This design comes from an exercise in tuning for small area, a short achievable clock period and few clock cycles per item on the open sky130 flow, not from production work. The RTL was checked by simulation tests, not by an equivalence proof against the original design. Power and IR drop assume default switching activity.

## trickle_interval_timer_unit
module trickle_interval_timer_unit #(
    parameter int unsigned TICKS_PER_SECOND = trk_tmr_pkg::TICKS_PER_SECOND_DEF,
    parameter int unsigned MAX_EXP          = trk_tmr_pkg::MAX_EXP_DEF
) (
    input  wire                                  i_clk,
    input  wire                                  i_rst_n,
    input  wire                                  i_in_valid,
    output logic                                 o_in_ready,
    input  wire [18:0]                           i_in,
    output logic                                 o_out_valid,
    input  wire                                  i_out_ready,
    output logic [15:0]                          o_out,
    input  wire                                  i_cfg_valid,
    output logic                                 o_cfg_ready,
    input  wire [trk_tmr_pkg::CFG_IDX_W-1:0]     i_cfg_index,
    input  wire [trk_tmr_pkg::CFG_DAT_W-1:0]     i_cfg_data
);
    localparam int unsigned EXP_W  = trk_tmr_pkg::EXP_W;
    localparam int unsigned CNT_W  = trk_tmr_pkg::CNT_W;
    localparam int unsigned TICK_W = trk_tmr_pkg::TICK_W;
    localparam logic [EXP_W-1:0]  MAX_EXP_V  = EXP_W'(MAX_EXP);
    localparam logic [TICK_W-1:0] POSTPONE_T = TICK_W'(TICKS_PER_SECOND);
    localparam logic [(1 << EXP_W)*TICK_W-1:0] TICK_TBL =
        trk_tmr_pkg::ticks_table(TICKS_PER_SECOND);
    localparam logic [TICK_W-1:0] T_TOP      = TICK_TBL[24*TICK_W +: TICK_W];
    logic [EXP_W-1:0] r_min_exp;
    logic [EXP_W-1:0] r_doublings;
    logic [CNT_W-1:0] r_redundancy;
    logic [EXP_W-1:0] r_ceil;
    logic [EXP_W-1:0]  r_exp;
    logic [CNT_W-1:0]  r_heard;
  ...
Size: about 1100 cells after synthesis, roughly 130 flip-flops, ~53 I/O pins, about 10000 um^2 of cells after synthesis.
export LEC_CHECK = 0
export CAP_MARGIN = 20
export CORE_MARGIN = 2
export CORE_UTILIZATION = 50
export CTS_BUF_LIST = sky130_fd_sc_hd__clkbuf_8
export GPL_TIMING_DRIVEN = 1
export PLACE_DENSITY = 0.65
export SLEW_MARGIN = 20
create_clock -name core_clock -period 22.0 [get_ports {i_clk}]
standard.sh (not shown) runs the stock make flow with config.mk's settings and CLKGATE_MAP_FILE= SYNTH_SCRIPT=/design/flow/synth_recipe.tcl, a recipe that flattens the netlist after the stock synthesis.
==> flow/flow/run.sh <==
#!/bin/bash
# The standard layout (standard.sh: its synthesis, floorplan, placement,
# CTS and routing, with the design's SDC), with two knobs changed:
#  * timing repair keeps a setup margin, so the achieved period is pushed
#    below the design's clock period;
#  * the port buffers are plain buffers instead of the resizer's pick.
# All of make's output goes to make_finish.log in the work folder.
set -euo pipefail
MARGIN=$(awk -v p="$FLOW_PERIOD_NS" 'BEGIN { printf "%.2f", p - 5.6 }')
bash standard.sh "SETUP_SLACK_MARGIN=$MARGIN" \
    "BUFFER_PORTS_ARGS=-buffer_cell sky130_fd_sc_hd__buf_1" finish > make_finish.log 2>&1
The baseline produced a clean layout.
Testbench counts at the start, summed over its fixed seeds: cycles 32,136, ops 32,000.
==> next run, changes <==
--- a/flow/flow/run.sh
+++ b/flow/flow/run.sh
@@ -7,5 +7,5 @@
 # All of make's output goes to make_finish.log in the work folder.
 set -euo pipefail
-MARGIN=$(awk -v p="$FLOW_PERIOD_NS" 'BEGIN { printf "%.2f", p - 5.6 }')
+MARGIN=$(awk -v p="$FLOW_PERIOD_NS" 'BEGIN { printf "%.2f", p - 5.8 }')
 bash standard.sh "SETUP_SLACK_MARGIN=$MARGIN" \
     "BUFFER_PORTS_ARGS=-buffer_cell sky130_fd_sc_hd__buf_1" finish > make_finish.log 2>&1
--- a/flow/config.mk
+++ b/flow/config.mk
@@ -10,5 +10,4 @@
 export CORE_UTILIZATION = 50
 export CTS_BUF_LIST = sky130_fd_sc_hd__clkbuf_8
-export GPL_TIMING_DRIVEN = 1
 export PLACE_DENSITY = 0.65
 export SLEW_MARGIN = 20
=> The new run finished with timing, DRC and antenna clean; worst hold slack barely changes; worst setup slack gets worse by 110 ps; register-to-register slack loses 50 ps; area after synthesis is unchanged; maximum frequency came out lower by 1.9%; cell count fell by 0.63%; sequential cell count stays the same; cell area shrinks by 2.5%; count of clock-buffer cells in the layout stays the same; routed wire length falls by 1.4%; die area is unchanged.
==> next run, changes <==
==> flow/flow/run.sh (replaced) <==
#!/bin/bash
# The standard layout (standard.sh: its synthesis, floorplan, placement,
# CTS and routing, with the design's SDC), with two knobs changed:
#  * timing repair keeps a setup margin, so the achieved period is pushed
#    below the design's clock period;
#  * the port buffers are plain buffers instead of the resizer's pick;
#  * clock tree synthesis makes fewer, larger sink clusters and no dummy loads.
# All of make's output goes to make_finish.log in the work folder.
set -euo pipefail
MARGIN=$(awk -v p="$FLOW_PERIOD_NS" 'BEGIN { printf "%.2f", p - 5.7 }')
bash standard.sh "SETUP_SLACK_MARGIN=$MARGIN" \
    "BUFFER_PORTS_ARGS=-buffer_cell sky130_fd_sc_hd__buf_1" \
    "CTS_ARGS=-sink_clustering_enable -repair_clock_nets -buf_list sky130_fd_sc_hd__clkbuf_8 -sink_clustering_size 30 -sink_clustering_max_diameter 100 -dont_use_dummy_load" \
    finish > make_finish.log 2>&1
Outcome: The changed run produced a clean layout; worst setup slack gains 44 ps; worst hold slack loses 6.3 ps; sequential share of layout area is higher by 0.66 points; register-to-register slack loses 120 ps; wire length is lower by 2.6%; count of clock-buffer cells in the layout is lower by 1; final area is lower by 2.0%.
==> next run, changes <==
==> flow/flow/run.sh (replaced) <==
#!/bin/bash
# The standard layout (standard.sh: its synthesis, floorplan, placement,
# CTS and routing, with the design's SDC), with two knobs changed:
#  * timing repair keeps a setup margin, so the achieved period is pushed
#    below the design's clock period;
#  * the port buffers are plain buffers instead of the resizer's pick.
# All of make's output goes to make_finish.log in the work folder.
set -euo pipefail
MARGIN=$(awk -v p="$FLOW_PERIOD_NS" 'BEGIN { printf "%.2f", p - 5.6 }')
bash standard.sh "SETUP_SLACK_MARGIN=$MARGIN" \
    "BUFFER_PORTS_ARGS=-buffer_cell sky130_fd_sc_hd__buf_1" finish > make_finish.log 2>&1
Setup slack improves by 66 ps.
Global-route usage rises by 0.74 points.
Fmax went up by 1.2%.
Cell area goes up by 4.7%.
Die area is unchanged.
Wire length went up by 4.1%.
Via count goes up by 3.1%.
Total power climbs by 9.8%.
Utilization increases by 2.6 points.
Critical path depth goes down by 19.
Combinational power grows by about 7%.

re-timing with driven ports:
Ports are ideal in the flow. The routed layouts listed here were re-timed in OpenROAD. Step 1: set_driving_cell puts a clkbuf_16 on i_clk and a buf_2 on each other input, an assumption about the parent block. Step 2 times the ports against the registers' clock, not the clock port: input delays grow and output delays shrink by t, the midpoint of the rising clock arrivals with the driver on. Slacks: ideal ports / drivers / drivers and shift; pairs: ideal ports / drivers.
run | t (ns) | slack for setup (ns) | hold WS [ns]
the first run | 0.494 | 16.420 / 16.379 / 16.003 | 0.467 / 0.467 / 0.467
the second run | 0.508 | 16.311 / 16.269 / 15.967 | 0.469 / 0.469 / 0.469
the third run | 0.467 | 16.355 / 16.348 / 15.908 | 0.463 / 0.463 / 0.463
the fourth run | 0.494 | 16.420 / 16.379 / 16.003 | 0.467 / 0.467 / 0.467
After both steps setup and hold are still met in every run listed. For the third run, which loses most, drivers alone change the setup slack by -0.007 ns; drivers and shift together by -0.447 ns.
